This design comes from an exercise in tuning for small area, a short achievable clock period and few clock cycles per item on the open sky130 flow, not from production work. In this exercise RTL edits were held to simulation tests only and were not proved equivalent to the original.

==> flow/design.v, too long to show whole: its modules and the start of the top module <==
// module asin_iter: 3789 lines
module asin_iter (
    input  logic        clk,
    input  logic        rst,
    input  logic        start,
    input  logic [31:0] x,
    output logic        busy,
    output logic        done,
    output logic [31:0] asin,
    output logic        sat
);
  // ...
==> flow/flow/run.sh <==
#!/bin/bash
# The standard layout, except that between synthesis and floorplan the netlist's
# full adders are re-polarised by fixinv.py to drop inverters between them
# (a full adder is self-dual). Each step logs to a file of its own here.
set -euo pipefail
R=orfs/results/${FLOW_PLATFORM}/asin_iter/base
bash standard.sh synth > synth.log 2>&1
cp "$R/1_2_yosys.v" yosys_netlist_before_fixinv.v
python3 flow/fixinv.py "$R/1_2_yosys.v" > fixinv.log 2>&1
rm -f "$R/1_synth.odb" "$R/1_synth.sdc"
bash standard.sh finish > layout.log 2>&1
==> flow/flow/fixinv.py <==
#!/usr/bin/env python3
"""Rewrite a Yosys gate netlist so that full adders feed each other with fewer
inverters. A full adder is self-dual: FA(~a, ~b, ~c) = (~sum, ~cout). The script
removes the single inverters (inv_1) between cells, picks for each full adder
whether it computes its function or its dual (greedy local search), and then
inserts one inverter per net whose inverted value some input still needs.
Registers, ports and all other cells are left as they are.
usage: fixinv.py NETLIST.v   (rewritten in place; a summary goes to stdout)"""
import re, sys

path = sys.argv[1]
src = open(path).read()
m = re.search(r"\bmodule\s+(\S+)\s*\((.*?)\);", src, re.S)
ports = set(p.strip() for p in m.group(2).split(","))
cell_re = re.compile(r"(?:\(\*[^*]*\*\)\s*)*(sky130_fd_sc_hd__\w+)\s+(\S+)\s*\((.*?)\);\n", re.S)
pin_re = re.compile(r"\.(\w+)\(([^()]*)\)")
OUTPINS = {"X", "Y", "Q", "Q_N", "SUM", "COUT", "HI", "LO"}

cells = []
for mm in cell_re.finditer(src):
    typ, name, body = mm.group(1), mm.group(2), mm.group(3)
    pins = [(p, n.strip()) for p, n in pin_re.findall(body)]
    cells.append({"typ": typ, "name": name, "pins": pins, "span": mm.span()})

def is_port_net(n):
    base = n.split("[")[0].lstrip("\\").strip()
    return base in ports
def is_const(n):
    return "'" in n

drv = {}
for i, c in enumerate(cells):
    for p, n in c["pins"]:
        if p in OUTPINS:
            drv[n] = (i, p)

# peelable inverters: inv_1 whose output is not a port
peel = set()
for i, c in enumerate(cells):
    if c["typ"] == "sky130_fd_sc_hd__inv_1":
        y = dict(c["pins"])["Y"]
        a = dict(c["pins"])["A"]
        if not is_port_net(y) and not is_const(a):
            peel.add(i)

def root(n):
    k = 0
    seen = 0
    while n in drv and drv[n][0] in peel and seen < 64:
        n = dict(cells[drv[n][0]]["pins"])["A"]
        k ^= 1
        seen += 1
    return n, k

ISFA = lambda c: c["typ"].startswith("sky130_fd_sc_hd__fa_")
FAIN = {"A", "B", "CIN"}
# loads: list of (cell index, pin, root, parity)
loads = []
for i, c in enumerate(cells):
    if i in peel:
        continue
    for p, n in c["pins"]:
        if p in OUTPINS or is_const(n):
            continue
        r, k = root(n)
        loads.append((i, p, r, k))
by_root = {}
for li, (i, p, r, k) in enumerate(loads):
    by_root.setdefault(r, []).append(li)
pi = [0] * len(cells)

def drv_pi(r):
    d = drv.get(r)
    return pi[d[0]] if d is not None and ISFA(cells[d[0]]) else 0

def need_inv(li):
    i, p, r, k = loads[li]
    pc = pi[i] if (ISFA(cells[i]) and p in FAIN) else 0
    return k ^ pc ^ drv_pi(r)

def root_cost(r):
    return int(any(need_inv(li) for li in by_root.get(r, [])))

def fa_roots(i):
    rs = set()
    for p, n in cells[i]["pins"]:
        if p in OUTPINS:
            rs.add(n)
        elif p in FAIN:
            rs.add(root(n)[0])
    return rs

before = sum(root_cost(r) for r in by_root)
fas = [i for i, c in enumerate(cells) if ISFA(c)]
roots_of = {i: fa_roots(i) for i in fas}
for it in range(20):
    changed = 0
    for i in fas:
        rs = roots_of[i]
        old = sum(root_cost(r) for r in rs)
        pi[i] ^= 1
        new = sum(root_cost(r) for r in rs)
        if new < old:
            changed += 1
        else:
            pi[i] ^= 1
    if not changed:
        break
after = sum(root_cost(r) for r in by_root)

# rewrite
def fmt(n):
    return n + " " if n.startswith("\\") else n

inv_of = {}
new_cells = []
conn = {}
for li, (i, p, r, k) in enumerate(loads):
    if need_inv(li):
        if r not in inv_of:
            nm = f"fixinv_{len(inv_of)}"
            inv_of[r] = nm + "_n"
            new_cells.append(f"  sky130_fd_sc_hd__inv_1 {nm} (\n    .A({fmt(r)}),\n    .Y({nm}_n)\n  );\n")
        conn[(i, p)] = inv_of[r]
    else:
        conn[(i, p)] = r
out = []
pos = 0
for i, c in enumerate(cells):
    s, e = c["span"]
    out.append(src[pos:s])
    pos = e
    if i in peel:
        continue
    body = ",\n".join(f"    .{p}({fmt(conn.get((i, p), n) if not (p in OUTPINS or is_const(n)) else n)})" for p, n in c["pins"])
    out.append(f"  {c['typ']} {c['name']} (\n{body}\n  );\n")
rest = src[pos:]
end = rest.rindex("endmodule")
decl = "".join(f"  wire {n};\n" for n in inv_of.values())
out.append(rest[:end] + decl + "".join(new_cells) + rest[end:])
open(path, "w").write("".join(out))
print(f"full adders {len(fas)}, flipped {sum(pi[i] for i in fas)}; peeled inverters {len(peel)}; "
      f"nets needing an inverter: {before} before the flips, {after} after; inverters written {len(inv_of)}")
==> flow/standard.sh <==
#!/bin/bash
# synth_recipe.tcl (not shown) runs the flow's synth.tcl, then flattens the netlist and writes it again
# the make line also repeats each setting of config.mk as NAME=value (left out here)
make -C /OpenROAD-flow-scripts/flow DESIGN_CONFIG=/design/flow/config.mk WORK_HOME=/design/flow/orfs CLKGATE_MAP_FILE= SYNTH_SCRIPT=/design/flow/synth_recipe.tcl "${@:-finish}"
==> flow/config.mk <==
export PLATFORM = sky130hd
export DESIGN_NAME = asin_iter
export DESIGN_NICKNAME = asin_iter
export VERILOG_FILES = /design/flow/design.v
export SDC_FILE = /design/flow/constraint.sdc
export NUM_CORES = 4
export LEC_CHECK = 0
export ABC_AREA = 1
export CAP_MARGIN = 20
export CORE_MARGIN = 2
export CORE_UTILIZATION = 40
export CTS_CLUSTER_DIAMETER = 25
export CTS_CLUSTER_SIZE = 10
export SLEW_MARGIN = 45
==> flow/constraint.sdc <==
create_clock -name core_clock -period 130.0 [get_ports {clk}]
set_input_delay 26.0000 -clock core_clock [delete_from_list [all_inputs] [get_ports {clk}]]
set_output_delay 26.0000 -clock core_clock [all_outputs]
set_load 0.01 [all_outputs]
==> impl_metrics.yaml, run 1 <==
status:
  status: "finished clean"
routing:
  route.met2.wl_um: 107000
  highest_layer: "met5"
  drc_errors: 0
  wirelength_met1_um: 108000
  ant_nets: 0
timing:
  period_share_pct: 22.3
  worstMarginPinSlew_ns: 0.892
  final-hold-violation-count: 0
  whs_ns: 0.526
  rsz0062_at_grt: "false"
worst_setup_path:
  critPathLaunchType: "register"
  reg2reg_from: "am[11]"
  crit_buf_inv: 13
  cp-startpoint: "am[11]"
floorplanning:
  die_height_um: 374
  die_w_um: 374
  num_rows: 135
global_routing:
  grt_pass1_wl_um: 399000
  grtUsageTotal_pct: 38.2
  grt_max_degree: 58
final_layout:
  inv_count: 1015
  top_register: "sin"
  final_common_cell: "nand2_1"
  num_antenna_cells: 6
  multi_input_area_mm2: 0.0462
  fin_cells: 9087
  clkCellAreaFrac_pct: 0.505
  final_area_mm2: 0.0578
  largest_registers: "sin: 20 flops, am3: 19 flops, xr: 18 flops"
hold_path:
  min_path_type: "reg -> reg"
  min_path_cells: 2
job:
  maxCapViolCount: 0
clock_network:
  htreeDepth: 3
  holdBufCountCts: 0
place:
  globalplace.congestion: 1.03
  portBuffers: 69
Testbench counts, summed over its fixed seeds: cycles 18,918, items 1,024.
==> run 2, diff against run 1 <==
--- a/flow/design.v
+++ b/flow/design.v
@@ -13,16 +13,17 @@
     state_t             state;
     logic [3:0]         it;
     logic               sat_r;
     logic signed [17:0] xr;       
     logic signed [17:0] m;        
     logic               e;        
     logic [16:0]        am;       
     logic [18:0]        am3;      
+    logic [16:0]        am1_n;    
     logic               mneg;     
     logic [19:0]        sin;      
     logic [17:0]        p3r;      
     localparam logic signed [17:0] T1 = 18'sd0;
     localparam logic [16:0] t2_0 = 17'd84730;
     localparam logic [16:0] t2_1 = 17'd46342;
     function automatic logic [15:0] t3_0(input logic [0:0] i);
         case (i)
@@ -669,239 +670,241 @@
     assign d9_0 = t9_0({b0, b1, b2, b3, b4, b5, b6});
     assign c9_0 = d9_0[9] ^ xs[9] ^ (d9_0[8:0] < xs[8:0]);
     assign d9_1 = t9_1({b0, b1, b2, b3, b4, b5, b6});
     assign c9_1 = d9_1[9] ^ xs[9] ^ (d9_1[8:0] < xs[8:0]);
     assign b8 = b7 ? c9_1 : c9_0;
     assign tsum = (b1 ? 18'd51472 : 18'd0) + (b2 ? 18'd25736 : 18'd0) + (b3 ? 18'd12868 : 18'd0) + (b4 ? 18'd6434 : 18'd0) + (b5 ? 18'd3217 : 18'd0) + (b6 ? 18'd1608 : 18'd0) + (b7 ? 18'd804 : 18'd0) + (b8 ? 18'd402 : 18'd0);
     assign t_am = b0 ? 17'(tsum + 18'd201) : 17'(18'd102743 - tsum);
     logic [19:0] s1;
+    logic [16:0] am1;
+    assign am1 = ~am1_n;
     logic [21:0] kth;    
     logic        cy4;    
     logic [20:0] s2;
     logic [21:0] s3, s4;
     wire ma_1 = sin[0] & ~sin[1];
     wire ma_2 = ~sin[0] & sin[1];
     wire ma_3 = sin[0] & sin[1];
-    wire ma_4 = (ma_1 & am[0]) | (ma_3 & am3[0]);
-    wire ma_5 = (ma_1 & am[1]) | (ma_2 & am[0]) | (ma_3 & am3[1]);
-    wire ma_6 = (ma_1 & am[2]) | (ma_2 & am[1]) | (ma_3 & am3[2]);
-    wire ma_7 = (ma_1 & am[3]) | (ma_2 & am[2]) | (ma_3 & am3[3]);
-    wire ma_8 = (ma_1 & am[4]) | (ma_2 & am[3]) | (ma_3 & am3[4]);
-    wire ma_9 = (ma_1 & am[5]) | (ma_2 & am[4]) | (ma_3 & am3[5]);
-    wire ma_10 = (ma_1 & am[6]) | (ma_2 & am[5]) | (ma_3 & am3[6]);
-    wire ma_11 = (ma_1 & am[7]) | (ma_2 & am[6]) | (ma_3 & am3[7]);
-    wire ma_12 = (ma_1 & am[8]) | (ma_2 & am[7]) | (ma_3 & am3[8]);
-    wire ma_13 = (ma_1 & am[9]) | (ma_2 & am[8]) | (ma_3 & am3[9]);
-    wire ma_14 = (ma_1 & am[10]) | (ma_2 & am[9]) | (ma_3 & am3[10]);
-    wire ma_15 = (ma_1 & am[11]) | (ma_2 & am[10]) | (ma_3 & am3[11]);
-    wire ma_16 = (ma_1 & am[12]) | (ma_2 & am[11]) | (ma_3 & am3[12]);
-    wire ma_17 = (ma_1 & am[13]) | (ma_2 & am[12]) | (ma_3 & am3[13]);
-    wire ma_18 = (ma_1 & am[14]) | (ma_2 & am[13]) | (ma_3 & am3[14]);
-    wire ma_19 = (ma_1 & am[15]) | (ma_2 & am[14]) | (ma_3 & am3[15]);
-    wire ma_20 = (ma_1 & am[16]) | (ma_2 & am[15]) | (ma_3 & am3[16]);
-    wire ma_21 = (ma_2 & am[16]) | (ma_3 & am3[17]);
+    wire ma_4 = (ma_1 & am1[0]) | (ma_3 & am3[0]);
+    wire ma_5 = (ma_1 & am1[1]) | (ma_2 & am1[0]) | (ma_3 & am3[1]);
+    wire ma_6 = (ma_1 & am1[2]) | (ma_2 & am1[1]) | (ma_3 & am3[2]);
+    wire ma_7 = (ma_1 & am1[3]) | (ma_2 & am1[2]) | (ma_3 & am3[3]);
+    wire ma_8 = (ma_1 & am1[4]) | (ma_2 & am1[3]) | (ma_3 & am3[4]);
+    wire ma_9 = (ma_1 & am1[5]) | (ma_2 & am1[4]) | (ma_3 & am3[5]);
+    wire ma_10 = (ma_1 & am1[6]) | (ma_2 & am1[5]) | (ma_3 & am3[6]);
+    wire ma_11 = (ma_1 & am1[7]) | (ma_2 & am1[6]) | (ma_3 & am3[7]);
+    wire ma_12 = (ma_1 & am1[8]) | (ma_2 & am1[7]) | (ma_3 & am3[8]);
+    wire ma_13 = (ma_1 & am1[9]) | (ma_2 & am1[8]) | (ma_3 & am3[9]);
+    wire ma_14 = (ma_1 & am1[10]) | (ma_2 & am1[9]) | (ma_3 & am3[10]);
+    wire ma_15 = (ma_1 & am1[11]) | (ma_2 & am1[10]) | (ma_3 & am3[11]);
+    wire ma_16 = (ma_1 & am1[12]) | (ma_2 & am1[11]) | (ma_3 & am3[12]);
+    wire ma_17 = (ma_1 & am1[13]) | (ma_2 & am1[12]) | (ma_3 & am3[13]);
+    wire ma_18 = (ma_1 & am1[14]) | (ma_2 & am1[13]) | (ma_3 & am3[14]);
+    wire ma_19 = (ma_1 & am1[15]) | (ma_2 & am1[14]) | (ma_3 & am3[15]);
+    wire ma_20 = (ma_1 & am1[16]) | (ma_2 & am1[15]) | (ma_3 & am3[16]);
+    wire ma_21 = (ma_2 & am1[16]) | (ma_3 & am3[17]);
     wire ma_22 = (ma_3 & am3[18]);
     wire ma_23 = sin[2] & ~sin[3];
     wire ma_24 = ~sin[2] & sin[3];
     wire ma_25 = sin[2] & sin[3];
-    wire ma_26 = (ma_23 & am[0]) | (ma_25 & am3[0]);
-    wire ma_27 = (ma_23 & am[1]) | (ma_24 & am[0]) | (ma_25 & am3[1]);
-    wire ma_28 = (ma_23 & am[2]) | (ma_24 & am[1]) | (ma_25 & am3[2]);
-    wire ma_29 = (ma_23 & am[3]) | (ma_24 & am[2]) | (ma_25 & am3[3]);
-    wire ma_30 = (ma_23 & am[4]) | (ma_24 & am[3]) | (ma_25 & am3[4]);
-    wire ma_31 = (ma_23 & am[5]) | (ma_24 & am[4]) | (ma_25 & am3[5]);
-    wire ma_32 = (ma_23 & am[6]) | (ma_24 & am[5]) | (ma_25 & am3[6]);
-    wire ma_33 = (ma_23 & am[7]) | (ma_24 & am[6]) | (ma_25 & am3[7]);
-    wire ma_34 = (ma_23 & am[8]) | (ma_24 & am[7]) | (ma_25 & am3[8]);
-    wire ma_35 = (ma_23 & am[9]) | (ma_24 & am[8]) | (ma_25 & am3[9]);
-    wire ma_36 = (ma_23 & am[10]) | (ma_24 & am[9]) | (ma_25 & am3[10]);
-    wire ma_37 = (ma_23 & am[11]) | (ma_24 & am[10]) | (ma_25 & am3[11]);
-    wire ma_38 = (ma_23 & am[12]) | (ma_24 & am[11]) | (ma_25 & am3[12]);
-    wire ma_39 = (ma_23 & am[13]) | (ma_24 & am[12]) | (ma_25 & am3[13]);
-    wire ma_40 = (ma_23 & am[14]) | (ma_24 & am[13]) | (ma_25 & am3[14]);
-    wire ma_41 = (ma_23 & am[15]) | (ma_24 & am[14]) | (ma_25 & am3[15]);
-    wire ma_42 = (ma_23 & am[16]) | (ma_24 & am[15]) | (ma_25 & am3[16]);
-    wire ma_43 = (ma_24 & am[16]) | (ma_25 & am3[17]);
+    wire ma_26 = (ma_23 & am1[0]) | (ma_25 & am3[0]);
+    wire ma_27 = (ma_23 & am1[1]) | (ma_24 & am1[0]) | (ma_25 & am3[1]);
+    wire ma_28 = (ma_23 & am1[2]) | (ma_24 & am1[1]) | (ma_25 & am3[2]);
+    wire ma_29 = (ma_23 & am1[3]) | (ma_24 & am1[2]) | (ma_25 & am3[3]);
+    wire ma_30 = (ma_23 & am1[4]) | (ma_24 & am1[3]) | (ma_25 & am3[4]);
+    wire ma_31 = (ma_23 & am1[5]) | (ma_24 & am1[4]) | (ma_25 & am3[5]);
+    wire ma_32 = (ma_23 & am1[6]) | (ma_24 & am1[5]) | (ma_25 & am3[6]);
+    wire ma_33 = (ma_23 & am1[7]) | (ma_24 & am1[6]) | (ma_25 & am3[7]);
+    wire ma_34 = (ma_23 & am1[8]) | (ma_24 & am1[7]) | (ma_25 & am3[8]);
+    wire ma_35 = (ma_23 & am1[9]) | (ma_24 & am1[8]) | (ma_25 & am3[9]);
+    wire ma_36 = (ma_23 & am1[10]) | (ma_24 & am1[9]) | (ma_25 & am3[10]);
+    wire ma_37 = (ma_23 & am1[11]) | (ma_24 & am1[10]) | (ma_25 & am3[11]);
+    wire ma_38 = (ma_23 & am1[12]) | (ma_24 & am1[11]) | (ma_25 & am3[12]);
+    wire ma_39 = (ma_23 & am1[13]) | (ma_24 & am1[12]) | (ma_25 & am3[13]);
+    wire ma_40 = (ma_23 & am1[14]) | (ma_24 & am1[13]) | (ma_25 & am3[14]);
+    wire ma_41 = (ma_23 & am1[15]) | (ma_24 & am1[14]) | (ma_25 & am3[15]);
+    wire ma_42 = (ma_23 & am1[16]) | (ma_24 & am1[15]) | (ma_25 & am3[16]);
+    wire ma_43 = (ma_24 & am1[16]) | (ma_25 & am3[17]);
     wire ma_44 = (ma_25 & am3[18]);
     wire ma_45 = sin[4] & ~sin[5];
     wire ma_46 = ~sin[4] & sin[5];
     wire ma_47 = sin[4] & sin[5];
-    wire ma_48 = (ma_45 & am[0]) | (ma_47 & am3[0]);
-    wire ma_49 = (ma_45 & am[1]) | (ma_46 & am[0]) | (ma_47 & am3[1]);
-    wire ma_50 = (ma_45 & am[2]) | (ma_46 & am[1]) | (ma_47 & am3[2]);
-    wire ma_51 = (ma_45 & am[3]) | (ma_46 & am[2]) | (ma_47 & am3[3]);
-    wire ma_52 = (ma_45 & am[4]) | (ma_46 & am[3]) | (ma_47 & am3[4]);
-    wire ma_53 = (ma_45 & am[5]) | (ma_46 & am[4]) | (ma_47 & am3[5]);
-    wire ma_54 = (ma_45 & am[6]) | (ma_46 & am[5]) | (ma_47 & am3[6]);
-    wire ma_55 = (ma_45 & am[7]) | (ma_46 & am[6]) | (ma_47 & am3[7]);
-    wire ma_56 = (ma_45 & am[8]) | (ma_46 & am[7]) | (ma_47 & am3[8]);
-    wire ma_57 = (ma_45 & am[9]) | (ma_46 & am[8]) | (ma_47 & am3[9]);
-    wire ma_58 = (ma_45 & am[10]) | (ma_46 & am[9]) | (ma_47 & am3[10]);
-    wire ma_59 = (ma_45 & am[11]) | (ma_46 & am[10]) | (ma_47 & am3[11]);
-    wire ma_60 = (ma_45 & am[12]) | (ma_46 & am[11]) | (ma_47 & am3[12]);
-    wire ma_61 = (ma_45 & am[13]) | (ma_46 & am[12]) | (ma_47 & am3[13]);
-    wire ma_62 = (ma_45 & am[14]) | (ma_46 & am[13]) | (ma_47 & am3[14]);
-    wire ma_63 = (ma_45 & am[15]) | (ma_46 & am[14]) | (ma_47 & am3[15]);
-    wire ma_64 = (ma_45 & am[16]) | (ma_46 & am[15]) | (ma_47 & am3[16]);
-    wire ma_65 = (ma_46 & am[16]) | (ma_47 & am3[17]);
+    wire ma_48 = (ma_45 & am1[0]) | (ma_47 & am3[0]);
+    wire ma_49 = (ma_45 & am1[1]) | (ma_46 & am1[0]) | (ma_47 & am3[1]);
+    wire ma_50 = (ma_45 & am1[2]) | (ma_46 & am1[1]) | (ma_47 & am3[2]);
+    wire ma_51 = (ma_45 & am1[3]) | (ma_46 & am1[2]) | (ma_47 & am3[3]);
+    wire ma_52 = (ma_45 & am1[4]) | (ma_46 & am1[3]) | (ma_47 & am3[4]);
+    wire ma_53 = (ma_45 & am1[5]) | (ma_46 & am1[4]) | (ma_47 & am3[5]);
+    wire ma_54 = (ma_45 & am1[6]) | (ma_46 & am1[5]) | (ma_47 & am3[6]);
+    wire ma_55 = (ma_45 & am1[7]) | (ma_46 & am1[6]) | (ma_47 & am3[7]);
+    wire ma_56 = (ma_45 & am1[8]) | (ma_46 & am1[7]) | (ma_47 & am3[8]);
+    wire ma_57 = (ma_45 & am1[9]) | (ma_46 & am1[8]) | (ma_47 & am3[9]);
+    wire ma_58 = (ma_45 & am1[10]) | (ma_46 & am1[9]) | (ma_47 & am3[10]);
+    wire ma_59 = (ma_45 & am1[11]) | (ma_46 & am1[10]) | (ma_47 & am3[11]);
+    wire ma_60 = (ma_45 & am1[12]) | (ma_46 & am1[11]) | (ma_47 & am3[12]);
+    wire ma_61 = (ma_45 & am1[13]) | (ma_46 & am1[12]) | (ma_47 & am3[13]);
+    wire ma_62 = (ma_45 & am1[14]) | (ma_46 & am1[13]) | (ma_47 & am3[14]);
+    wire ma_63 = (ma_45 & am1[15]) | (ma_46 & am1[14]) | (ma_47 & am3[15]);
+    wire ma_64 = (ma_45 & am1[16]) | (ma_46 & am1[15]) | (ma_47 & am3[16]);
+    wire ma_65 = (ma_46 & am1[16]) | (ma_47 & am3[17]);
     wire ma_66 = (ma_47 & am3[18]);
     wire ma_67 = sin[6] & ~sin[7];
     wire ma_68 = ~sin[6] & sin[7];
     wire ma_69 = sin[6] & sin[7];
-    wire ma_70 = (ma_67 & am[0]) | (ma_69 & am3[0]);
-    wire ma_71 = (ma_67 & am[1]) | (ma_68 & am[0]) | (ma_69 & am3[1]);
-    wire ma_72 = (ma_67 & am[2]) | (ma_68 & am[1]) | (ma_69 & am3[2]);
-    wire ma_73 = (ma_67 & am[3]) | (ma_68 & am[2]) | (ma_69 & am3[3]);
-    wire ma_74 = (ma_67 & am[4]) | (ma_68 & am[3]) | (ma_69 & am3[4]);
-    wire ma_75 = (ma_67 & am[5]) | (ma_68 & am[4]) | (ma_69 & am3[5]);
-    wire ma_76 = (ma_67 & am[6]) | (ma_68 & am[5]) | (ma_69 & am3[6]);
-    wire ma_77 = (ma_67 & am[7]) | (ma_68 & am[6]) | (ma_69 & am3[7]);
-    wire ma_78 = (ma_67 & am[8]) | (ma_68 & am[7]) | (ma_69 & am3[8]);
-    wire ma_79 = (ma_67 & am[9]) | (ma_68 & am[8]) | (ma_69 & am3[9]);
-    wire ma_80 = (ma_67 & am[10]) | (ma_68 & am[9]) | (ma_69 & am3[10]);
-    wire ma_81 = (ma_67 & am[11]) | (ma_68 & am[10]) | (ma_69 & am3[11]);
-    wire ma_82 = (ma_67 & am[12]) | (ma_68 & am[11]) | (ma_69 & am3[12]);
-    wire ma_83 = (ma_67 & am[13]) | (ma_68 & am[12]) | (ma_69 & am3[13]);
-    wire ma_84 = (ma_67 & am[14]) | (ma_68 & am[13]) | (ma_69 & am3[14]);
-    wire ma_85 = (ma_67 & am[15]) | (ma_68 & am[14]) | (ma_69 & am3[15]);
-    wire ma_86 = (ma_67 & am[16]) | (ma_68 & am[15]) | (ma_69 & am3[16]);
-    wire ma_87 = (ma_68 & am[16]) | (ma_69 & am3[17]);
+    wire ma_70 = (ma_67 & am1[0]) | (ma_69 & am3[0]);
+    wire ma_71 = (ma_67 & am1[1]) | (ma_68 & am1[0]) | (ma_69 & am3[1]);
+    wire ma_72 = (ma_67 & am1[2]) | (ma_68 & am1[1]) | (ma_69 & am3[2]);
+    wire ma_73 = (ma_67 & am1[3]) | (ma_68 & am1[2]) | (ma_69 & am3[3]);
+    wire ma_74 = (ma_67 & am1[4]) | (ma_68 & am1[3]) | (ma_69 & am3[4]);
+    wire ma_75 = (ma_67 & am1[5]) | (ma_68 & am1[4]) | (ma_69 & am3[5]);
+    wire ma_76 = (ma_67 & am1[6]) | (ma_68 & am1[5]) | (ma_69 & am3[6]);
+    wire ma_77 = (ma_67 & am1[7]) | (ma_68 & am1[6]) | (ma_69 & am3[7]);
+    wire ma_78 = (ma_67 & am1[8]) | (ma_68 & am1[7]) | (ma_69 & am3[8]);
+    wire ma_79 = (ma_67 & am1[9]) | (ma_68 & am1[8]) | (ma_69 & am3[9]);
+    wire ma_80 = (ma_67 & am1[10]) | (ma_68 & am1[9]) | (ma_69 & am3[10]);
+    wire ma_81 = (ma_67 & am1[11]) | (ma_68 & am1[10]) | (ma_69 & am3[11]);
+    wire ma_82 = (ma_67 & am1[12]) | (ma_68 & am1[11]) | (ma_69 & am3[12]);
+    wire ma_83 = (ma_67 & am1[13]) | (ma_68 & am1[12]) | (ma_69 & am3[13]);
+    wire ma_84 = (ma_67 & am1[14]) | (ma_68 & am1[13]) | (ma_69 & am3[14]);
+    wire ma_85 = (ma_67 & am1[15]) | (ma_68 & am1[14]) | (ma_69 & am3[15]);
+    wire ma_86 = (ma_67 & am1[16]) | (ma_68 & am1[15]) | (ma_69 & am3[16]);
+    wire ma_87 = (ma_68 & am1[16]) | (ma_69 & am3[17]);
     wire ma_88 = (ma_69 & am3[18]);
     wire ma_89 = sin[8] & ~sin[9];
     wire ma_90 = ~sin[8] & sin[9];
     wire ma_91 = sin[8] & sin[9];
-    wire ma_92 = (ma_89 & am[0]) | (ma_91 & am3[0]);
-    wire ma_93 = (ma_89 & am[1]) | (ma_90 & am[0]) | (ma_91 & am3[1]);
-    wire ma_94 = (ma_89 & am[2]) | (ma_90 & am[1]) | (ma_91 & am3[2]);
-    wire ma_95 = (ma_89 & am[3]) | (ma_90 & am[2]) | (ma_91 & am3[3]);
-    wire ma_96 = (ma_89 & am[4]) | (ma_90 & am[3]) | (ma_91 & am3[4]);
-    wire ma_97 = (ma_89 & am[5]) | (ma_90 & am[4]) | (ma_91 & am3[5]);
-    wire ma_98 = (ma_89 & am[6]) | (ma_90 & am[5]) | (ma_91 & am3[6]);
-    wire ma_99 = (ma_89 & am[7]) | (ma_90 & am[6]) | (ma_91 & am3[7]);
-    wire ma_100 = (ma_89 & am[8]) | (ma_90 & am[7]) | (ma_91 & am3[8]);
-    wire ma_101 = (ma_89 & am[9]) | (ma_90 & am[8]) | (ma_91 & am3[9]);
-    wire ma_102 = (ma_89 & am[10]) | (ma_90 & am[9]) | (ma_91 & am3[10]);
-    wire ma_103 = (ma_89 & am[11]) | (ma_90 & am[10]) | (ma_91 & am3[11]);
-    wire ma_104 = (ma_89 & am[12]) | (ma_90 & am[11]) | (ma_91 & am3[12]);
-    wire ma_105 = (ma_89 & am[13]) | (ma_90 & am[12]) | (ma_91 & am3[13]);
-    wire ma_106 = (ma_89 & am[14]) | (ma_90 & am[13]) | (ma_91 & am3[14]);
-    wire ma_107 = (ma_89 & am[15]) | (ma_90 & am[14]) | (ma_91 & am3[15]);
-    wire ma_108 = (ma_89 & am[16]) | (ma_90 & am[15]) | (ma_91 & am3[16]);
-    wire ma_109 = (ma_90 & am[16]) | (ma_91 & am3[17]);
+    wire ma_92 = (ma_89 & am1[0]) | (ma_91 & am3[0]);
+    wire ma_93 = (ma_89 & am1[1]) | (ma_90 & am1[0]) | (ma_91 & am3[1]);
+    wire ma_94 = (ma_89 & am1[2]) | (ma_90 & am1[1]) | (ma_91 & am3[2]);
+    wire ma_95 = (ma_89 & am1[3]) | (ma_90 & am1[2]) | (ma_91 & am3[3]);
+    wire ma_96 = (ma_89 & am1[4]) | (ma_90 & am1[3]) | (ma_91 & am3[4]);
+    wire ma_97 = (ma_89 & am1[5]) | (ma_90 & am1[4]) | (ma_91 & am3[5]);
+    wire ma_98 = (ma_89 & am1[6]) | (ma_90 & am1[5]) | (ma_91 & am3[6]);
+    wire ma_99 = (ma_89 & am1[7]) | (ma_90 & am1[6]) | (ma_91 & am3[7]);
+    wire ma_100 = (ma_89 & am1[8]) | (ma_90 & am1[7]) | (ma_91 & am3[8]);
+    wire ma_101 = (ma_89 & am1[9]) | (ma_90 & am1[8]) | (ma_91 & am3[9]);
+    wire ma_102 = (ma_89 & am1[10]) | (ma_90 & am1[9]) | (ma_91 & am3[10]);
+    wire ma_103 = (ma_89 & am1[11]) | (ma_90 & am1[10]) | (ma_91 & am3[11]);
+    wire ma_104 = (ma_89 & am1[12]) | (ma_90 & am1[11]) | (ma_91 & am3[12]);
+    wire ma_105 = (ma_89 & am1[13]) | (ma_90 & am1[12]) | (ma_91 & am3[13]);
+    wire ma_106 = (ma_89 & am1[14]) | (ma_90 & am1[13]) | (ma_91 & am3[14]);
+    wire ma_107 = (ma_89 & am1[15]) | (ma_90 & am1[14]) | (ma_91 & am3[15]);
+    wire ma_108 = (ma_89 & am1[16]) | (ma_90 & am1[15]) | (ma_91 & am3[16]);
+    wire ma_109 = (ma_90 & am1[16]) | (ma_91 & am3[17]);
     wire ma_110 = (ma_91 & am3[18]);
     wire ma_111 = sin[10] & ~sin[11];
     wire ma_112 = ~sin[10] & sin[11];
     wire ma_113 = sin[10] & sin[11];
-    wire ma_114 = (ma_111 & am[0]) | (ma_113 & am3[0]);
-    wire ma_115 = (ma_111 & am[1]) | (ma_112 & am[0]) | (ma_113 & am3[1]);
-    wire ma_116 = (ma_111 & am[2]) | (ma_112 & am[1]) | (ma_113 & am3[2]);
-    wire ma_117 = (ma_111 & am[3]) | (ma_112 & am[2]) | (ma_113 & am3[3]);
-    wire ma_118 = (ma_111 & am[4]) | (ma_112 & am[3]) | (ma_113 & am3[4]);
-    wire ma_119 = (ma_111 & am[5]) | (ma_112 & am[4]) | (ma_113 & am3[5]);
-    wire ma_120 = (ma_111 & am[6]) | (ma_112 & am[5]) | (ma_113 & am3[6]);
-    wire ma_121 = (ma_111 & am[7]) | (ma_112 & am[6]) | (ma_113 & am3[7]);
-    wire ma_122 = (ma_111 & am[8]) | (ma_112 & am[7]) | (ma_113 & am3[8]);
-    wire ma_123 = (ma_111 & am[9]) | (ma_112 & am[8]) | (ma_113 & am3[9]);
-    wire ma_124 = (ma_111 & am[10]) | (ma_112 & am[9]) | (ma_113 & am3[10]);
-    wire ma_125 = (ma_111 & am[11]) | (ma_112 & am[10]) | (ma_113 & am3[11]);
-    wire ma_126 = (ma_111 & am[12]) | (ma_112 & am[11]) | (ma_113 & am3[12]);
-    wire ma_127 = (ma_111 & am[13]) | (ma_112 & am[12]) | (ma_113 & am3[13]);
-    wire ma_128 = (ma_111 & am[14]) | (ma_112 & am[13]) | (ma_113 & am3[14]);
-    wire ma_129 = (ma_111 & am[15]) | (ma_112 & am[14]) | (ma_113 & am3[15]);
-    wire ma_130 = (ma_111 & am[16]) | (ma_112 & am[15]) | (ma_113 & am3[16]);
-    wire ma_131 = (ma_112 & am[16]) | (ma_113 & am3[17]);
+    wire ma_114 = (ma_111 & am1[0]) | (ma_113 & am3[0]);
+    wire ma_115 = (ma_111 & am1[1]) | (ma_112 & am1[0]) | (ma_113 & am3[1]);
+    wire ma_116 = (ma_111 & am1[2]) | (ma_112 & am1[1]) | (ma_113 & am3[2]);
+    wire ma_117 = (ma_111 & am1[3]) | (ma_112 & am1[2]) | (ma_113 & am3[3]);
+    wire ma_118 = (ma_111 & am1[4]) | (ma_112 & am1[3]) | (ma_113 & am3[4]);
+    wire ma_119 = (ma_111 & am1[5]) | (ma_112 & am1[4]) | (ma_113 & am3[5]);
+    wire ma_120 = (ma_111 & am1[6]) | (ma_112 & am1[5]) | (ma_113 & am3[6]);
+    wire ma_121 = (ma_111 & am1[7]) | (ma_112 & am1[6]) | (ma_113 & am3[7]);
+    wire ma_122 = (ma_111 & am1[8]) | (ma_112 & am1[7]) | (ma_113 & am3[8]);
+    wire ma_123 = (ma_111 & am1[9]) | (ma_112 & am1[8]) | (ma_113 & am3[9]);
+    wire ma_124 = (ma_111 & am1[10]) | (ma_112 & am1[9]) | (ma_113 & am3[10]);
+    wire ma_125 = (ma_111 & am1[11]) | (ma_112 & am1[10]) | (ma_113 & am3[11]);
+    wire ma_126 = (ma_111 & am1[12]) | (ma_112 & am1[11]) | (ma_113 & am3[12]);
+    wire ma_127 = (ma_111 & am1[13]) | (ma_112 & am1[12]) | (ma_113 & am3[13]);
+    wire ma_128 = (ma_111 & am1[14]) | (ma_112 & am1[13]) | (ma_113 & am3[14]);
+    wire ma_129 = (ma_111 & am1[15]) | (ma_112 & am1[14]) | (ma_113 & am3[15]);
+    wire ma_130 = (ma_111 & am1[16]) | (ma_112 & am1[15]) | (ma_113 & am3[16]);
+    wire ma_131 = (ma_112 & am1[16]) | (ma_113 & am3[17]);
     wire ma_132 = (ma_113 & am3[18]);
     wire ma_133 = sin[12] & ~sin[13];
     wire ma_134 = ~sin[12] & sin[13];
     wire ma_135 = sin[12] & sin[13];
-    wire ma_136 = (ma_133 & am[0]) | (ma_135 & am3[0]);
-    wire ma_137 = (ma_133 & am[1]) | (ma_134 & am[0]) | (ma_135 & am3[1]);
-    wire ma_138 = (ma_133 & am[2]) | (ma_134 & am[1]) | (ma_135 & am3[2]);
-    wire ma_139 = (ma_133 & am[3]) | (ma_134 & am[2]) | (ma_135 & am3[3]);
-    wire ma_140 = (ma_133 & am[4]) | (ma_134 & am[3]) | (ma_135 & am3[4]);
-    wire ma_141 = (ma_133 & am[5]) | (ma_134 & am[4]) | (ma_135 & am3[5]);
-    wire ma_142 = (ma_133 & am[6]) | (ma_134 & am[5]) | (ma_135 & am3[6]);
-    wire ma_143 = (ma_133 & am[7]) | (ma_134 & am[6]) | (ma_135 & am3[7]);
-    wire ma_144 = (ma_133 & am[8]) | (ma_134 & am[7]) | (ma_135 & am3[8]);
-    wire ma_145 = (ma_133 & am[9]) | (ma_134 & am[8]) | (ma_135 & am3[9]);
-    wire ma_146 = (ma_133 & am[10]) | (ma_134 & am[9]) | (ma_135 & am3[10]);
-    wire ma_147 = (ma_133 & am[11]) | (ma_134 & am[10]) | (ma_135 & am3[11]);
-    wire ma_148 = (ma_133 & am[12]) | (ma_134 & am[11]) | (ma_135 & am3[12]);
-    wire ma_149 = (ma_133 & am[13]) | (ma_134 & am[12]) | (ma_135 & am3[13]);
-    wire ma_150 = (ma_133 & am[14]) | (ma_134 & am[13]) | (ma_135 & am3[14]);
-    wire ma_151 = (ma_133 & am[15]) | (ma_134 & am[14]) | (ma_135 & am3[15]);
-    wire ma_152 = (ma_133 & am[16]) | (ma_134 & am[15]) | (ma_135 & am3[16]);
-    wire ma_153 = (ma_134 & am[16]) | (ma_135 & am3[17]);
+    wire ma_136 = (ma_133 & am1[0]) | (ma_135 & am3[0]);
+    wire ma_137 = (ma_133 & am1[1]) | (ma_134 & am1[0]) | (ma_135 & am3[1]);
+    wire ma_138 = (ma_133 & am1[2]) | (ma_134 & am1[1]) | (ma_135 & am3[2]);
+    wire ma_139 = (ma_133 & am1[3]) | (ma_134 & am1[2]) | (ma_135 & am3[3]);
+    wire ma_140 = (ma_133 & am1[4]) | (ma_134 & am1[3]) | (ma_135 & am3[4]);
+    wire ma_141 = (ma_133 & am1[5]) | (ma_134 & am1[4]) | (ma_135 & am3[5]);
+    wire ma_142 = (ma_133 & am1[6]) | (ma_134 & am1[5]) | (ma_135 & am3[6]);
+    wire ma_143 = (ma_133 & am1[7]) | (ma_134 & am1[6]) | (ma_135 & am3[7]);
+    wire ma_144 = (ma_133 & am1[8]) | (ma_134 & am1[7]) | (ma_135 & am3[8]);
+    wire ma_145 = (ma_133 & am1[9]) | (ma_134 & am1[8]) | (ma_135 & am3[9]);
+    wire ma_146 = (ma_133 & am1[10]) | (ma_134 & am1[9]) | (ma_135 & am3[10]);
+    wire ma_147 = (ma_133 & am1[11]) | (ma_134 & am1[10]) | (ma_135 & am3[11]);
+    wire ma_148 = (ma_133 & am1[12]) | (ma_134 & am1[11]) | (ma_135 & am3[12]);
+    wire ma_149 = (ma_133 & am1[13]) | (ma_134 & am1[12]) | (ma_135 & am3[13]);
+    wire ma_150 = (ma_133 & am1[14]) | (ma_134 & am1[13]) | (ma_135 & am3[14]);
+    wire ma_151 = (ma_133 & am1[15]) | (ma_134 & am1[14]) | (ma_135 & am3[15]);
+    wire ma_152 = (ma_133 & am1[16]) | (ma_134 & am1[15]) | (ma_135 & am3[16]);
+    wire ma_153 = (ma_134 & am1[16]) | (ma_135 & am3[17]);
     wire ma_154 = (ma_135 & am3[18]);
     wire ma_155 = sin[14] & ~sin[15];
     wire ma_156 = ~sin[14] & sin[15];
     wire ma_157 = sin[14] & sin[15];
-    wire ma_158 = (ma_155 & am[0]) | (ma_157 & am3[0]);
-    wire ma_159 = (ma_155 & am[1]) | (ma_156 & am[0]) | (ma_157 & am3[1]);
-    wire ma_160 = (ma_155 & am[2]) | (ma_156 & am[1]) | (ma_157 & am3[2]);
-    wire ma_161 = (ma_155 & am[3]) | (ma_156 & am[2]) | (ma_157 & am3[3]);
-    wire ma_162 = (ma_155 & am[4]) | (ma_156 & am[3]) | (ma_157 & am3[4]);
-    wire ma_163 = (ma_155 & am[5]) | (ma_156 & am[4]) | (ma_157 & am3[5]);
-    wire ma_164 = (ma_155 & am[6]) | (ma_156 & am[5]) | (ma_157 & am3[6]);
-    wire ma_165 = (ma_155 & am[7]) | (ma_156 & am[6]) | (ma_157 & am3[7]);
-    wire ma_166 = (ma_155 & am[8]) | (ma_156 & am[7]) | (ma_157 & am3[8]);
-    wire ma_167 = (ma_155 & am[9]) | (ma_156 & am[8]) | (ma_157 & am3[9]);
-    wire ma_168 = (ma_155 & am[10]) | (ma_156 & am[9]) | (ma_157 & am3[10]);
-    wire ma_169 = (ma_155 & am[11]) | (ma_156 & am[10]) | (ma_157 & am3[11]);
-    wire ma_170 = (ma_155 & am[12]) | (ma_156 & am[11]) | (ma_157 & am3[12]);
-    wire ma_171 = (ma_155 & am[13]) | (ma_156 & am[12]) | (ma_157 & am3[13]);
-    wire ma_172 = (ma_155 & am[14]) | (ma_156 & am[13]) | (ma_157 & am3[14]);
-    wire ma_173 = (ma_155 & am[15]) | (ma_156 & am[14]) | (ma_157 & am3[15]);
-    wire ma_174 = (ma_155 & am[16]) | (ma_156 & am[15]) | (ma_157 & am3[16]);
-    wire ma_175 = (ma_156 & am[16]) | (ma_157 & am3[17]);
+    wire ma_158 = (ma_155 & am1[0]) | (ma_157 & am3[0]);
+    wire ma_159 = (ma_155 & am1[1]) | (ma_156 & am1[0]) | (ma_157 & am3[1]);
+    wire ma_160 = (ma_155 & am1[2]) | (ma_156 & am1[1]) | (ma_157 & am3[2]);
+    wire ma_161 = (ma_155 & am1[3]) | (ma_156 & am1[2]) | (ma_157 & am3[3]);
+    wire ma_162 = (ma_155 & am1[4]) | (ma_156 & am1[3]) | (ma_157 & am3[4]);
+    wire ma_163 = (ma_155 & am1[5]) | (ma_156 & am1[4]) | (ma_157 & am3[5]);
+    wire ma_164 = (ma_155 & am1[6]) | (ma_156 & am1[5]) | (ma_157 & am3[6]);
+    wire ma_165 = (ma_155 & am1[7]) | (ma_156 & am1[6]) | (ma_157 & am3[7]);
+    wire ma_166 = (ma_155 & am1[8]) | (ma_156 & am1[7]) | (ma_157 & am3[8]);
+    wire ma_167 = (ma_155 & am1[9]) | (ma_156 & am1[8]) | (ma_157 & am3[9]);
+    wire ma_168 = (ma_155 & am1[10]) | (ma_156 & am1[9]) | (ma_157 & am3[10]);
+    wire ma_169 = (ma_155 & am1[11]) | (ma_156 & am1[10]) | (ma_157 & am3[11]);
+    wire ma_170 = (ma_155 & am1[12]) | (ma_156 & am1[11]) | (ma_157 & am3[12]);
+    wire ma_171 = (ma_155 & am1[13]) | (ma_156 & am1[12]) | (ma_157 & am3[13]);
+    wire ma_172 = (ma_155 & am1[14]) | (ma_156 & am1[13]) | (ma_157 & am3[14]);
+    wire ma_173 = (ma_155 & am1[15]) | (ma_156 & am1[14]) | (ma_157 & am3[15]);
+    wire ma_174 = (ma_155 & am1[16]) | (ma_156 & am1[15]) | (ma_157 & am3[16]);
+    wire ma_175 = (ma_156 & am1[16]) | (ma_157 & am3[17]);
     wire ma_176 = (ma_157 & am3[18]);
     wire ma_177 = sin[16] & ~sin[17];
     wire ma_178 = ~sin[16] & sin[17];
     wire ma_179 = sin[16] & sin[17];
-    wire ma_180 = (ma_177 & am[0]) | (ma_179 & am3[0]);
-    wire ma_181 = (ma_177 & am[1]) | (ma_178 & am[0]) | (ma_179 & am3[1]);
-    wire ma_182 = (ma_177 & am[2]) | (ma_178 & am[1]) | (ma_179 & am3[2]);
-    wire ma_183 = (ma_177 & am[3]) | (ma_178 & am[2]) | (ma_179 & am3[3]);
-    wire ma_184 = (ma_177 & am[4]) | (ma_178 & am[3]) | (ma_179 & am3[4]);
-    wire ma_185 = (ma_177 & am[5]) | (ma_178 & am[4]) | (ma_179 & am3[5]);
-    wire ma_186 = (ma_177 & am[6]) | (ma_178 & am[5]) | (ma_179 & am3[6]);
-    wire ma_187 = (ma_177 & am[7]) | (ma_178 & am[6]) | (ma_179 & am3[7]);
-    wire ma_188 = (ma_177 & am[8]) | (ma_178 & am[7]) | (ma_179 & am3[8]);
-    wire ma_189 = (ma_177 & am[9]) | (ma_178 & am[8]) | (ma_179 & am3[9]);
-    wire ma_190 = (ma_177 & am[10]) | (ma_178 & am[9]) | (ma_179 & am3[10]);
-    wire ma_191 = (ma_177 & am[11]) | (ma_178 & am[10]) | (ma_179 & am3[11]);
-    wire ma_192 = (ma_177 & am[12]) | (ma_178 & am[11]) | (ma_179 & am3[12]);
-    wire ma_193 = (ma_177 & am[13]) | (ma_178 & am[12]) | (ma_179 & am3[13]);
-    wire ma_194 = (ma_177 & am[14]) | (ma_178 & am[13]) | (ma_179 & am3[14]);
-    wire ma_195 = (ma_177 & am[15]) | (ma_178 & am[14]) | (ma_179 & am3[15]);
-    wire ma_196 = (ma_177 & am[16]) | (ma_178 & am[15]) | (ma_179 & am3[16]);
-    wire ma_197 = (ma_178 & am[16]) | (ma_179 & am3[17]);
+    wire ma_180 = (ma_177 & am1[0]) | (ma_179 & am3[0]);
+    wire ma_181 = (ma_177 & am1[1]) | (ma_178 & am1[0]) | (ma_179 & am3[1]);
+    wire ma_182 = (ma_177 & am1[2]) | (ma_178 & am1[1]) | (ma_179 & am3[2]);
+    wire ma_183 = (ma_177 & am1[3]) | (ma_178 & am1[2]) | (ma_179 & am3[3]);
+    wire ma_184 = (ma_177 & am1[4]) | (ma_178 & am1[3]) | (ma_179 & am3[4]);
+    wire ma_185 = (ma_177 & am1[5]) | (ma_178 & am1[4]) | (ma_179 & am3[5]);
+    wire ma_186 = (ma_177 & am1[6]) | (ma_178 & am1[5]) | (ma_179 & am3[6]);
+    wire ma_187 = (ma_177 & am1[7]) | (ma_178 & am1[6]) | (ma_179 & am3[7]);
+    wire ma_188 = (ma_177 & am1[8]) | (ma_178 & am1[7]) | (ma_179 & am3[8]);
+    wire ma_189 = (ma_177 & am1[9]) | (ma_178 & am1[8]) | (ma_179 & am3[9]);
+    wire ma_190 = (ma_177 & am1[10]) | (ma_178 & am1[9]) | (ma_179 & am3[10]);
+    wire ma_191 = (ma_177 & am1[11]) | (ma_178 & am1[10]) | (ma_179 & am3[11]);
+    wire ma_192 = (ma_177 & am1[12]) | (ma_178 & am1[11]) | (ma_179 & am3[12]);
+    wire ma_193 = (ma_177 & am1[13]) | (ma_178 & am1[12]) | (ma_179 & am3[13]);
+    wire ma_194 = (ma_177 & am1[14]) | (ma_178 & am1[13]) | (ma_179 & am3[14]);
+    wire ma_195 = (ma_177 & am1[15]) | (ma_178 & am1[14]) | (ma_179 & am3[15]);
+    wire ma_196 = (ma_177 & am1[16]) | (ma_178 & am1[15]) | (ma_179 & am3[16]);
+    wire ma_197 = (ma_178 & am1[16]) | (ma_179 & am3[17]);
     wire ma_198 = (ma_179 & am3[18]);
     wire ma_199 = sin[18] & ~sin[19];
     wire ma_200 = ~sin[18] & sin[19];
     wire ma_201 = sin[18] & sin[19];
-    wire ma_202 = (ma_199 & am[0]) | (ma_201 & am3[0]);
-    wire ma_203 = (ma_199 & am[1]) | (ma_200 & am[0]) | (ma_201 & am3[1]);
-    wire ma_204 = (ma_199 & am[2]) | (ma_200 & am[1]) | (ma_201 & am3[2]);
-    wire ma_205 = (ma_199 & am[3]) | (ma_200 & am[2]) | (ma_201 & am3[3]);
-    wire ma_206 = (ma_199 & am[4]) | (ma_200 & am[3]) | (ma_201 & am3[4]);
-    wire ma_207 = (ma_199 & am[5]) | (ma_200 & am[4]) | (ma_201 & am3[5]);
-    wire ma_208 = (ma_199 & am[6]) | (ma_200 & am[5]) | (ma_201 & am3[6]);
-    wire ma_209 = (ma_199 & am[7]) | (ma_200 & am[6]) | (ma_201 & am3[7]);
-    wire ma_210 = (ma_199 & am[8]) | (ma_200 & am[7]) | (ma_201 & am3[8]);
-    wire ma_211 = (ma_199 & am[9]) | (ma_200 & am[8]) | (ma_201 & am3[9]);
-    wire ma_212 = (ma_199 & am[10]) | (ma_200 & am[9]) | (ma_201 & am3[10]);
-    wire ma_213 = (ma_199 & am[11]) | (ma_200 & am[10]) | (ma_201 & am3[11]);
-    wire ma_214 = (ma_199 & am[12]) | (ma_200 & am[11]) | (ma_201 & am3[12]);
-    wire ma_215 = (ma_199 & am[13]) | (ma_200 & am[12]) | (ma_201 & am3[13]);
-    wire ma_216 = (ma_199 & am[14]) | (ma_200 & am[13]) | (ma_201 & am3[14]);
-    wire ma_217 = (ma_199 & am[15]) | (ma_200 & am[14]) | (ma_201 & am3[15]);
-    wire ma_218 = (ma_199 & am[16]) | (ma_200 & am[15]) | (ma_201 & am3[16]);
-    wire ma_219 = (ma_200 & am[16]) | (ma_201 & am3[17]);
+    wire ma_202 = (ma_199 & am1[0]) | (ma_201 & am3[0]);
+    wire ma_203 = (ma_199 & am1[1]) | (ma_200 & am1[0]) | (ma_201 & am3[1]);
+    wire ma_204 = (ma_199 & am1[2]) | (ma_200 & am1[1]) | (ma_201 & am3[2]);
+    wire ma_205 = (ma_199 & am1[3]) | (ma_200 & am1[2]) | (ma_201 & am3[3]);
+    wire ma_206 = (ma_199 & am1[4]) | (ma_200 & am1[3]) | (ma_201 & am3[4]);
+    wire ma_207 = (ma_199 & am1[5]) | (ma_200 & am1[4]) | (ma_201 & am3[5]);
+    wire ma_208 = (ma_199 & am1[6]) | (ma_200 & am1[5]) | (ma_201 & am3[6]);
+    wire ma_209 = (ma_199 & am1[7]) | (ma_200 & am1[6]) | (ma_201 & am3[7]);
+    wire ma_210 = (ma_199 & am1[8]) | (ma_200 & am1[7]) | (ma_201 & am3[8]);
+    wire ma_211 = (ma_199 & am1[9]) | (ma_200 & am1[8]) | (ma_201 & am3[9]);
+    wire ma_212 = (ma_199 & am1[10]) | (ma_200 & am1[9]) | (ma_201 & am3[10]);
+    wire ma_213 = (ma_199 & am1[11]) | (ma_200 & am1[10]) | (ma_201 & am3[11]);
+    wire ma_214 = (ma_199 & am1[12]) | (ma_200 & am1[11]) | (ma_201 & am3[12]);
+    wire ma_215 = (ma_199 & am1[13]) | (ma_200 & am1[12]) | (ma_201 & am3[13]);
+    wire ma_216 = (ma_199 & am1[14]) | (ma_200 & am1[13]) | (ma_201 & am3[14]);
+    wire ma_217 = (ma_199 & am1[15]) | (ma_200 & am1[14]) | (ma_201 & am3[15]);
+    wire ma_218 = (ma_199 & am1[16]) | (ma_200 & am1[15]) | (ma_201 & am3[16]);
+    wire ma_219 = (ma_200 & am1[16]) | (ma_201 & am3[17]);
     wire ma_220 = ma_22 ^ ma_42;
     wire ma_221 = ma_22 & ma_42;
     wire ma_222 = ma_43 ^ ma_63;
     wire ma_223 = ma_43 & ma_63;
     wire ma_224 = ma_44 ^ ma_64;
     wire ma_225 = ma_44 & ma_64;
     wire ma_226 = ma_16 ^ ma_36;
     wire ma_227 = ma_16 & ma_36;
@@ -3759,30 +3762,32 @@
                 sat_r <= sat_p || sat_n;
                 it    <= '0;
                 if (sat_p)      xr <= 18'sd102944;
                 else if (sat_n) xr <= -18'sd102944;
                 else begin
                     e    <= (b6 & b7 & b8);
                     am   <= t_am;
                     am3  <= {2'd0, t_am} + {1'd0, t_am, 1'b0};
+                    am1_n <= ~t_am;
                     sin  <= {3'd0, t_am};
                     mneg <= !b0;
                 end
             end
             PA: begin
                 sin <= s4[19:0];
                 p3r <= s2[17:0];
             end
             PB: begin
                 it <= it + 4'd1;
                 e    <= dec ? eh : el;
                 if (fin) xr <= dec ? m1 : m;    
                 am   <= amn;
                 am3  <= amn3;
+                am1_n <= ~amn;
                 sin  <= {3'd0, amn};
                 mneg <= mn[17];
             end
             default: ;
         endcase
     end
     assign asin = {{14{xr[17]}}, xr};
     assign sat  = sat_r;
--- a/flow/config.mk
+++ b/flow/config.mk
@@ -6,9 +6,9 @@
 export NUM_CORES = 4
 export LEC_CHECK = 0
 export ABC_AREA = 1
 export CAP_MARGIN = 20
 export CORE_MARGIN = 2
 export CORE_UTILIZATION = 40
 export CTS_CLUSTER_DIAMETER = 25
 export CTS_CLUSTER_SIZE = 10
-export SLEW_MARGIN = 45
+export SLEW_MARGIN = 20
==> run 2 against run 1 <==
  * Critical path type unchanged
  * Synthesized cell count is 1.3% lower
  * Register-to-register slack improved by 0.46 ns
  * Cell count fell by 0.77%
  * Wire length down 2.3%
  * Highest routed layer unchanged
==> impl_metrics.yaml, run 2 <==
worst_setup_path:
  critPathLaunchType: "register"
  cp_slowest_stage_delay_ns: 0.86
  cp_common_cell: "nand2_1"
  cp.arrival_ns: 28.83
  crit_path_end_kind: "register"
  required_ns: 130.30
  slowest_stage: "clkinv_1"
  crit_path_max_fanout: 39
  reg2reg_depth: 118
  crit_type: "reg -> reg"
place:
  globalplace.congestion: 1.04
  pre_cts_ws_ns: 102.19
  dp_hpwl_um: 200000
  portBuffers: 69
  post-place-cells: 8983
clock_network:
  cts_buffers: 17
  htreeDepth: 4
  holdBufCountCts: 0
  clock_sinks: 120
  cts_resized: 0
  clk_pin_slew_ns: 0.07
  cts_tree: "yes"
  insertion_delay_ns: 0.48
  clk_path_buf_depth: 2
  post_cts_buffers: 0
  root_buffer: "clkbuf_16"
timing:
  period_share_pct: 22.0
  whs_ns: 0.501
  worstMarginPinSlew_ns: 1.19
  slew_headroom_pct: 20.2
  finClkSkew_ns: 0.0178
  fmax_mhz: 35.0
  slew_viol_final: 0
  fin_crit_ns: 28.54
  fin_ws_ns: 101.46
  tns_ns: 0
  rsz0062_at_grt: "false"
  setup_violations: 0
  final-hold-violation-count: 0
routing:
  drtPass1Iterations: 8
  drc_errors: 0
  initialDrtViolationCount: 8652
  via_count: 58800
  vias_per_cell: 6.52
  drt-total-wl_um: 269000
  ant_nets: 0
  routedWlPerCell_um: 29.8
floorplanning:
  dieArea_mm2: 0.140
  die_height_um: 374
  boundaryPins: 70
  num_rows: 135
  core_area_mm2: 0.136
  start_util_pct: 40.4
  die_w_um: 374
synth:
  synth_area_mm2: 0.0548
  yosysWarnings: 1
  syn_avg_cell_area_um2: 7.40
  syn-num-nets: 8710
  syn_inst: 7407
global_routing:
  grt_overflow: 0
  grt_max_degree: 63
  grt_pass1_wl_um: 393000
  antenna_found_initial: 8
  grtUsageTotal_pct: 37.6
  grt_pass1_vias: 57900
final_layout:
  fin_cells: 9017
  top_register: "sin"
  drive_gt1_share_pct: 6.08
  largest_register_ffs: 20
  syn_to_final_growth_pct: 5.70
  final_cell_mix: "nand2_1, inv_1, fa_1, ha_1, a21oi_1"
  finalNetCount: 8524
  final_common_cell: "nand2_1"
  largest_registers: "sin: 20 flops, am3: 19 flops, xr: 18 flops"
job:
  maxCapViolCount: 0
status:
  status: "finished clean"
hold_path:
  min_path_cells: 2
  min_path_type: "reg -> reg"
==> run 2: cell types whose count changed in the layout (fill, tap and decap cells not counted), moves of 21 or more <==
cell,before,now
nand2_1,1419,1303
nor2_1,494,547
nand3_1,292,253
o221ai_1,419,452
a221oi_1,53,26
o211ai_1,58,33
a21oi_1,542,565
o22ai_1,232,253
==> run 2: worst max-delay path, delay by kind of cell, from the launching register on <==
family,cells,cell delay (ns)
XOR/XNOR,3,1.10
AND/OR/NAND/NOR,49,5.87
adder cells (fa/ha/maj),22,10.17
AO/OA/AOI/OAI,32,6.43
flip-flops,1,0.32
buffers and inverters,12,4.43
==> run 2: metal layers <==
layer	GRT usage, %	wire [um]	up-vias
met4	20.5	17800	16
li1	-	-	25100
met3	12.1	36100	1090
met5	0	256	-
met1	49.1	104000	28300
met2	54.8	111000	4317
==> run 2: per-stage QoR <==
stage                     util [%]  instance area, um2
after detailed placement      42.2               57300
after global routing          42.7               58000
after CTS                     42.7               57900
final                         42.7               58000
after floorplan                  -               54800
after global placement        42.2               57300
==> run 2: final cells by class <==
| cell class | count | area [um2] |
|---|---|---|
| timing repair buffer | 252 | 2060 |
| inverter | 1016 | 3810 |
| fill | 14100 | 77800 |
| clock inverter | 14 | 174 |
| sequential | 120 | 3560 |
| clock buffer | 18 | 429 |
| multi-input combinational | 5814 | 45700 |
| antenna | 2 | 5.00 |
| tap | 1781 | 2230 |
==> run 2: worst paths after layout <==
check	to	startpoint	slack, ns
worst min-delay path	busy	busy	0.50
worst max-delay path	sin[0]	am3[5]	101.46
max in group asynchronous	state[0]	rst	104.14
worst max register to register	sin[0]	am3[5]	101.46
worst min register to register	busy	busy	0.50
min in group asynchronous	state[1]	rst	25.71
Testbench counts of run 2, summed over its fixed seeds: cycles 18,918, items 1,024.

-- static timing again, ports no longer ideal --
How much do the figures lean on ideal ports? The routed layouts below were timed once more, with nothing changed but the port constraints. Step 1, drivers: a clkbuf_16 drives clk and a buf_2 each remaining input, both assumed. Step 2 moves the port delays by t, midway between the first and last clock arrival at a register: inputs arrive t later, outputs are due t later. That takes back most of the time a late clock gives input paths. Three values: ideal ports, drivers, drivers and shift; two values: the first two.
run	t, ns	slack for setup (ns)	worst register clock-pin slew, ns	worst data-port slew with drivers (ns)
run 1	0.490	101.002 / 101.002 / 101.002	0.10 / 0.10	0.05
run 2	0.538	101.464 / 101.464 / 101.464	0.07 / 0.07	0.04
After both steps every run listed still meets setup and hold.
